Background: an optimization exercise with open tools, aiming at small area. Do not read the settings as production practice.
In this exercise RTL edits were held to simulation tests only and were not proved equivalent to the original.
No activity file was given, so power comes from the tool's default toggle rates.

==> design/flow/design.v <==
package fifo_pkg;
   typedef enum logic {
      FIFO_STD,
      FIFO_FWFT
   } fifo_mode_e;
   localparam int FIFO_MIN_DEPTH = 4;
   function automatic logic is_pow2(input int n);
      is_pow2 = (n > 0) && ((n & (n - 1)) == 0);
   endfunction
endpackage
module fifo_mem #(
   parameter int DATA_W = 128,
   parameter int DEPTH  = 16
) (
   input  logic              clk,
   input  logic [DEPTH-1:0]  i_hold,
   input  logic [DEPTH-1:0]  i_shift,
   input  logic [DEPTH-1:0]  i_load,
   input  logic [DATA_W-1:0] i_wdata,
   output logic [DATA_W-1:0] o_head
);
   logic [DATA_W-1:0] r_mem [DEPTH];
   always_ff @(posedge clk) begin
      for (int i = 0; i < DEPTH; i++) begin
         r_mem[i] <= ~(({DATA_W{i_hold[i]}}  & r_mem[i])
                     | ({DATA_W{i_shift[i]}} & ((i + 1 < DEPTH) ? r_mem[(i + 1) % DEPTH] : '0))
                     | ({DATA_W{i_load[i]}}  & i_wdata));
      end
   end
   assign o_head = r_mem[0];
endmodule
module fifo_sync_param #(
   parameter int         DATA_W = 128,
   parameter int         DEPTH  = 16,
   parameter logic       MODE   = fifo_pkg::FIFO_STD,
   parameter int         AW     = $clog2(DEPTH)
) (
   input  logic              clk,
   input  logic              rst,
   input  logic              i_wren,
   input  logic [DATA_W-1:0] i_wrdata,
   input  logic              i_rden,
   input  logic [AW:0]       i_alm_full_thr,
   input  logic [AW:0]       i_alm_empty_thr,
   input  logic              i_clr_err,
   output logic [DATA_W-1:0] o_rddata,
   output logic              o_full,
   output logic              o_alm_full,
   output logic              o_empty,
   output logic              o_alm_empty,
   output logic [AW:0]       o_count,
   output logic              o_overflow,
   output logic              o_underflow
);
   logic [DEPTH-1:0]  r_valid;
   logic [AW:0]       r_count;
   logic [DEPTH-1:0]  r_pol;       
   logic              r_rd_pol;    
   logic              r_overflow;
   logic              r_underflow;
   logic              w_full;
   logic              w_empty;
   logic              w_wr_acc;
   logic              w_rd_acc;
   logic [DATA_W-1:0] w_head;
   logic [DATA_W-1:0] r_rddata;    
   assign w_full   = r_valid[DEPTH-1];
   assign w_empty  = ~r_valid[0];
   assign w_wr_acc = i_wren & ~w_full;
   assign w_rd_acc = i_rden & ~w_empty;
   always_ff @(posedge clk or posedge rst) begin
      if (rst) begin
         r_valid <= '0;
         r_count <= '0;
      end else begin
         case ({w_wr_acc, w_rd_acc})
            2'b10: begin
               r_count <= r_count + 1'b1;
               r_valid <= {r_valid[DEPTH-2:0], 1'b1};
            end
            2'b01: begin
               r_count <= r_count - 1'b1;
               r_valid <= {1'b0, r_valid[DEPTH-1:1]};
            end
            default: ;
         endcase
      end
   end
   always_ff @(posedge clk or posedge rst) begin
      if (rst) begin
         r_overflow  <= 1'b0;
         r_underflow <= 1'b0;
      end else begin
         if (i_wren && w_full) begin
            r_overflow <= 1'b1;
         end else if (i_clr_err) begin
            r_overflow <= 1'b0;
         end
         if (i_rden && w_empty) begin
            r_underflow <= 1'b1;
         end else if (i_clr_err) begin
            r_underflow <= 1'b0;
         end
      end
   end
   logic [DEPTH:0]    w_valid;
   logic [DEPTH-1:0]  w_hold, w_shift, w_load;
   assign w_valid = {1'b0, r_valid};
   always_comb begin
      for (int i = 0; i < DEPTH; i++) begin
         w_hold[i]  = ~w_rd_acc & w_valid[i];
         w_shift[i] =  w_rd_acc & w_valid[i+1];
         w_load[i]  = ~(w_rd_acc ? w_valid[i+1] : w_valid[i]);
      end
   end
   always_ff @(posedge clk) begin
      for (int i = 0; i < DEPTH; i++) begin
         r_pol[i] <= w_load[i] | (w_hold[i] & ~r_pol[i])
                   | (w_shift[i] & ~((i + 1 < DEPTH) ? r_pol[(i + 1) % DEPTH] : 1'b0));
      end
   end
   fifo_mem #(
      .DATA_W (DATA_W),
      .DEPTH  (DEPTH)
   ) u_mem (
      .clk     (clk),
      .i_hold  (w_hold),
      .i_shift (w_shift),
      .i_load  (w_load),
      .i_wdata (i_wrdata),
      .o_head  (w_head)
   );
   always_ff @(posedge clk or posedge rst) begin
      if (rst) begin
         r_rddata <= '0;
         r_rd_pol <= 1'b0;
      end else begin
         r_rd_pol <= ~(w_rd_acc ? r_pol[0] : r_rd_pol);
         r_rddata <= ~(({DATA_W{w_rd_acc}} & w_head) | ({DATA_W{~w_rd_acc}} & r_rddata));
      end
   end
   assign o_rddata    = r_rddata ^ {DATA_W{r_rd_pol}};
   assign o_full      = w_full;
   assign o_empty     = w_empty;
   assign o_count     = r_count;
   assign o_alm_full  = (r_count >= i_alm_full_thr);
   assign o_alm_empty = (r_count <= i_alm_empty_thr);
   assign o_overflow  = r_overflow;
   assign o_underflow = r_underflow;
endmodule
==> design/flow/flow/run.sh <==
#!/bin/bash
# Standard ORFS layout (the standard.sh, standard synthesis), with port buffers of
# the smallest buffer and a clock tree built without dummy loads.
set -euo pipefail
bash standard.sh \
  BUFFER_PORTS_ARGS="-buffer_cell sky130_fd_sc_hd__buf_1" \
  CTS_ARGS="-sink_clustering_enable -repair_clock_nets -dont_use_dummy_load -sink_clustering_size 20 -sink_clustering_max_diameter 60 -buf_list sky130_fd_sc_hd__clkbuf_8" \
  finish > orfs_flow.log 2>&1
==> design/flow/standard.sh <==
#!/bin/bash
# synth_recipe.tcl (not shown) runs the flow's synth.tcl, then flattens the netlist and writes it again
# the make line also repeats each setting of config.mk as NAME=value (left out here)
make -C /OpenROAD-flow-scripts/flow DESIGN_CONFIG=/design/flow/config.mk WORK_HOME=/design/flow/orfs CLKGATE_MAP_FILE= SYNTH_SCRIPT=/design/flow/synth_recipe.tcl "${@:-finish}"
==> design/flow/config.mk <==
export PLATFORM = sky130hd
export DESIGN_NAME = fifo_sync_param
export DESIGN_NICKNAME = fifo_sync_param
export VERILOG_FILES = /design/flow/design.v
export SDC_FILE = /design/flow/constraint.sdc
export NUM_CORES = 4
export LEC_CHECK = 0
export CAP_MARGIN = 20
export CORE_MARGIN = 2
export CORE_UTILIZATION = 45
export CTS_BUF_LIST = sky130_fd_sc_hd__clkbuf_8
export CTS_CLUSTER_DIAMETER = 60
export CTS_CLUSTER_SIZE = 20
export SLEW_MARGIN = 20
export SYNTH_HIERARCHICAL = 1
==> design/flow/constraint.sdc <==
create_clock -name core_clock -period 5.0 [get_ports {clk}]
set_input_delay 1.0000 -clock core_clock [delete_from_list [all_inputs] [get_ports {clk}]]
set_output_delay 1.0000 -clock core_clock [all_outputs]
set_load 0.01 [all_outputs]
==> results of run 1 <==
metrics by stage:
step	instance area (sq um)	cells	utilization	hold WS [ns]
2_1_floorplan	74200	5551	-	0.383
3_3_place_gp	74100	7288	0.451	0.409
3_5_place_dp	74100	7288	0.451	0.413
4_1_cts	76100	7436	0.463	0.0416
5_1_grt	76200	7438	0.463	0.0805
6_report	76200	7441	0.463	0.109
flip-flops by register name, indices dropped and copies added, names as in the netlist:
name         count
r_count          5
r_valid         16
r_rddata       128
r_rd_pol         1
r_overflow       1
r_pol           16
u_mem.r_mem   2048
r_underflow      1
area by class of cell:
type / count / area (sq um)
diodes: 4 / 10.0
clock buffers: 148 / 2040
fillers: 15000 / 88300
inverters: 17 / 70.1
multi-input cells: 2489 / 24000
flip-flops and latches: 2216 / 45100
well taps: 2189 / 2740
repair buffers: 378 / 2150
worst paths after layout:
| path | from | endpoint | cells past startpoint |
|---|---|---|---|
| worst max-delay path | r_rd_pol | o_rddata[101] | 3 |
| worst min-delay path | rst | r_rddata[83] | 3 |
| worst max register to register | r_valid[0] | u_mem.r_mem[13][38] | 5 |
| worst min register to register | u_mem.r_mem[0][83] | r_rddata[83] | 1 |
| max in group asynchronous | rst | r_rddata[43] | 4 |
| min in group core_clock | i_clr_err | r_underflow | 2 |
cell usage in the layout (no fill, tap or decap), types with 2 or more instances in the layout:
cell and n:
mux2i_1 143, buf_4 68, nor3b_1 3, nand2_1 20, a22oi_1 128, nand3_1 3
diode_2 4, nor2_4 15, nor2b_1 2, buf_12 28, o21ai_1 13, dfrtp_1 151
ha_1 14, and3_4 15, xor2_1 133, buf_1 280, o21ai_0 9, and2_4 14
o22ai_1 2, a21oi_1 5, nand2_4 2, a21o_1 2, and3_1 14, a31oi_1 15
a222oi_1 1920, clkbuf_8 148, nor2_1 4, dfxtp_1 2064, nand2b_1 4, inv_1 14
power breakdown:
part	internal [mW]	switching, mW	leakage, nW	total [mW]
Clock	2.67	5.34	1.06	8.01
Sequential	25.2	4.54	19.2	29.7
Combinational	5.80	9.63	10.4	15.4
Total	33.7	19.5	30.6	53.2
routing by layer:
layer | up-vias | part of all wire
met5 | - | 0.00036
met4 | 12 | 0.035
met3 | 402 | 0.088
met2 | 2881 | 0.48
met1 | 29100 | 0.40
li1 | 23700 | -
critical path: cells and delay by family, from the launching register on:
family | cells | cell delay (ns)
buffers and inverters | 2 | 0.69
DFF | 1 | 1.06
xor gates and xnor gates | 1 | 0.27
==> run notes, run 1 <==
Final Hold Viols 0; CTS root buf clkbuf_8; Max Root-Sink Buffers 3; WL final 222 mm; vias 56000; global-route wire length before repair 335 mm; maximum clock rate 254 MHz; met2 Track Usage GR 0.422; Starting Density 0.451; sum of negative setup slack 0 ns; Crit Path Max Fanout 40; I/O pin cnt 282; Post-CTS Setup Repair Bufs 0; PwrDens 698 mW/mm^2; CTS sink cnt 2216; Slowest cell on crit path dfrtp_4; largest net degree at the start of global routing 129; CTS clk-pin slew, worst paths 0.12 ns; GRT Resource Usage Total 0.250; Max-Slew Margin vs Limit 0.231; WP data required 4.00 ns; Post-Place Setup Slack about 1.3 ns; CP Capture Type output pin; initial antenna violation count 9; Period minus WS final 3.94 ns; CP Data Arrival Time just under 3 ns; CTS tree built; global routing met3 resource utilization 0.0418; vias per inst 7.53; Synth Warn # 9; r2r setup slk 2.27 ns; GR peak layer met2; FP Rows 149; Finish-stage setup viols 0; fin. max-slew vios 0; clk latency of the worst-skew pair 0.92 ns; Detailed Routing Iterations Pass 1 13; Slew @ Worst Pin around 1.2 ns; Startpoint Class register; GR Util met1 0.320; LEAKAGE roughly 31 nW; CP cell instances buf_4 > xor2_1 > buf_1; initial DRC count about 15000; share of cells above drive strength 1 0.0568; Total Power ~53 mW; Core Area 0.164 sq mm; synthesized area 0.0742 sq mm; crit-path max cell delay 1.06 ns; IO buf count 281; setup ws final 1.06 ns; Final Cycle Share 0.787; total CTS buffers 148; Die X 410 microns; Post-CTS Resized 0; Die H 410 microns; die area 0.168 sq mm; vias in the first global route 54900; RSZ-0062 raised after global routing false; gr ovfl total 0; Clock Skew 0.0724 ns; syn nets 5708; placer congestion estimate 0.775; post-route ant nets 0; status complete, no violations; max_cap viols 0; Hold Path Class in2async; CP Class reg2out; Final nets 5407; routed len/inst roughly 30 microns; Gate Count Post-Synth 5551; H-tree depth reported by CTS 4; DRC viols 0; syn avg cell area 13.4 sq um; hold buffers post-CTS 0; Area growth, synth to finish 2.66%; DP HPWL 119 mm; Worst VDD drop 0.000581 V
==> run 2, diff against run 1 <==
==> design/flow/config.mk (replaced) <==
export PLATFORM = sky130hd
export DESIGN_NAME = fifo_sync_param
export DESIGN_NICKNAME = fifo_sync_param
export VERILOG_FILES = /design/flow/design.v
export SDC_FILE = /design/flow/constraint.sdc
export NUM_CORES = 4
export LEC_CHECK = 0
export CAP_MARGIN = 10
export CORE_MARGIN = 2
export CORE_UTILIZATION = 50
export CTS_BUF_LIST = sky130_fd_sc_hd__clkbuf_8
export CTS_CLUSTER_DIAMETER = 60
export CTS_CLUSTER_SIZE = 20
export SLEW_MARGIN = 10
export SYNTH_HIERARCHICAL = 1
==> run 2 against run 1 <==
Largest cell class unchanged; critical path type unchanged; maximum frequency rose by 3.3%; final area barely moved; die area fell by 9.9%; largest power group unchanged; non-clock buffer count rose by 11; clock skew rose by 0.042 ns; via count fell by 0.86%; critical endpoint is now o_rddata[65]; worst setup slack improved by 0.13 ns; clock-buffer cell count fell by 4; clock power fell by 2%.
==> run notes, run 2 <==
biggest regs u_mem.r_mem: 2048 flops, r_rddata: 128 flops (unchanged); max reg flops 2048 (unchanged); status complete, no violations (unchanged); Clock Skew 0.114 ns (was 0.0724 ns); CP Capture Type output pin (unchanged); Max-Slew Margin vs Limit 0.227 (was 0.231); CP Data Arrival Time 2.81 ns (was 2.94 ns); Final nets 5414 (was 5407); synthesized area 0.0742 sq mm (unchanged); maximum clock rate 262 MHz (was 254 MHz); placer congestion estimate 0.768 (was 0.775); LEAKAGE 30.8 nW (was 30.6 nW); FP Rows 141 (was 149); vias in the first global route 53700 (was 54900); max_cap viols 0 (unchanged); initial DRC count 14000 (was 14600); Max Root-Sink Buffers 3 (unchanged); CP Class reg2out (unchanged); IO buf count 281 (unchanged); Period minus WS final 3.81 ns (was 3.94 ns); routed len/inst 29.9 microns (was 29.8 microns); share of cells above drive strength 1 0.0577 (was 0.0568); Crit Path Max Fanout 35 (was 40); RSZ-0062 raised after global routing false (unchanged); initial antenna violation count 5 (was 9); Top reg by flops u_mem.r_mem (unchanged); global-route wire length before repair 330 mm (was 335 mm); PwrDens 696 mW/mm^2 (was 698 mW/mm^2); sum of negative setup slack 0 ns (unchanged); CTS sink cnt 2216 (unchanged); Core Area 0.147 sq mm (was 0.164 sq mm); Worst VDD drop 0.000406 V (was 0.000581 V); DRC viols 0 (unchanged); Startpoint Class register (unchanged); Finish-stage setup viols 0 (unchanged); die area 0.151 sq mm (was 0.168 sq mm); Detailed Routing Iterations Pass 1 14 (was 13); GRT Resource Usage Total 0.272 (was 0.250); gr ovfl total 0 (unchanged); total CTS buffers 144 (was 148); Slew @ Worst Pin 1.16 ns (was 1.15 ns); most common cell after layout, fill and taps aside dfxtp_1 (unchanged); DP HPWL 117 mm (was 119 mm); H-tree depth reported by CTS 4 (unchanged); Total Power 53.0 mW (was 53.2 mW); vias per inst 7.73 (was 7.53); I/O pin cnt 282 (unchanged); Synth Warn # 9 (unchanged); WP data required 4.00 ns (about the same); CTS clk-pin slew, worst paths 0.12 ns (about the same); Final Hold Viols 0 (unchanged); syn avg cell area 13.4 sq um (unchanged); Final Cycle Share 0.762 (was 0.787); vias 55600 (was 56000); leading cell types in the layout, fill and taps excluded dfxtp_1, a222oi_1, buf_1, dfrtp_1, clkbuf_8 (unchanged); Area growth, synth to finish 2.63% (was 2.66%); largest net degree at the start of global routing 129 (unchanged); CTS tree built (unchanged); Die X 389 microns (was 410 microns); Starting Density 0.503 (was 0.451); CTS root buf clkbuf_8 (unchanged); clk latency of the worst-skew pair 0.94 ns (was 0.92 ns); WL final 215 mm (was 222 mm); Hold Path Class in2reg (was in2async); post-route ant nets 0 (unchanged); Gate Count Post-Synth 5551 (unchanged); Die H 389 microns (was 410 microns); fin. max-slew vios 0 (unchanged); syn nets 5708 (unchanged); Post-CTS Setup Repair Bufs 0 (unchanged)
run 2: worst max-delay path: stages, from the launching register on:
cell and delay (ns):
dfrtp_4 0.90, buf_12 0.33, xor2_1 0.26, buf_1 0.20
run 2: final cells by class:
type                    instances  area [sq um]
flip-flops and latches       2216         45100
well taps                    1930          2410
multi-input cells            2489         24000
repair buffers                389          2510
clock buffers                 144          1980
diodes                          4          10.0
inverters                      17          70.1
fillers                     12900         71300
run 2: worst paths after layout:
path,cells after the start,slack [ns],end,from
setup / recovery,3,1.19,o_rddata[65],r_rd_pol
hold / removal,2,0.34,r_underflow,i_clr_err
setup reg to reg,4,1.83,u_mem.r_mem[9][126],r_valid[0]
hold reg to reg,1,0.34,r_rddata[44],u_mem.r_mem[0][44]
max in group asynchronous,4,3.47,r_rddata[120],rst
min in group asynchronous,3,0.61,r_rddata[81],rst
run 2: timing repair:
action,4_1_cts,5_1_grt
hold endpoints to repair,7,0
gates resized for setup,0,0
hold buffers,1,0
run 2: where the power goes:
group	internal, mW	leakage (nW)	switching, mW
sequential	25.2	19.2	4.46
clock	2.60	1.04	5.27
combinational	5.97	10.5	9.54
run 2: stage by stage:
stage               utilization  setup WS, ns  hold WS, ns  std cells  instance area [sq um]
floorplan                     -          2.03        0.383       5551                  74200
global placement          0.503          1.51        0.395       7040                  74100
detailed placement        0.503          1.49        0.398       7040                  74100
CTS                       0.516          1.05        0.254       7185                  76100
global route              0.516          1.01        0.314       7188                  76100
finish                    0.516          1.19        0.336       7189                  76100
run 2: layer usage:
metal	share of wire	GRT usage	wire length [microns]
met1	0.41	0.360	88300
met2	0.47	0.457	102000
met3	0.085	0.0383	18200
met4	0.030	0.0923	6420
met5	0.000047	0	10

-- static timing again, ports no longer ideal --
In the flow no input, the clock included, has a driving cell. The finished layouts below were timed again as built, in two steps. Step 1: set_driving_cell puts a clkbuf_16 on clk and a buf_2 on each other input, an assumption about the parent block. Step 2 also shifts input and output timing later by t, the mid clock arrival at the registers, as if the neighbouring blocks saw the same clock. Slacks: no drivers / after step 1 / after step 2; pairs: no drivers / after step 1.
| run | shift t [ns] | setup slack, ns | latest minus earliest clock arrival (ns) | worst data-port slew with drivers (ns) |
|---|---|---|---|---|
| run 1 | 0.989 | 1.064 / 0.984 / 1.307 | 0.115 / 0.114 | 0.14 |
| run 2 | 0.966 | 1.190 / 1.114 / 1.421 | 0.132 / 0.132 | 0.11 |
After both steps every run listed still meets setup and hold.
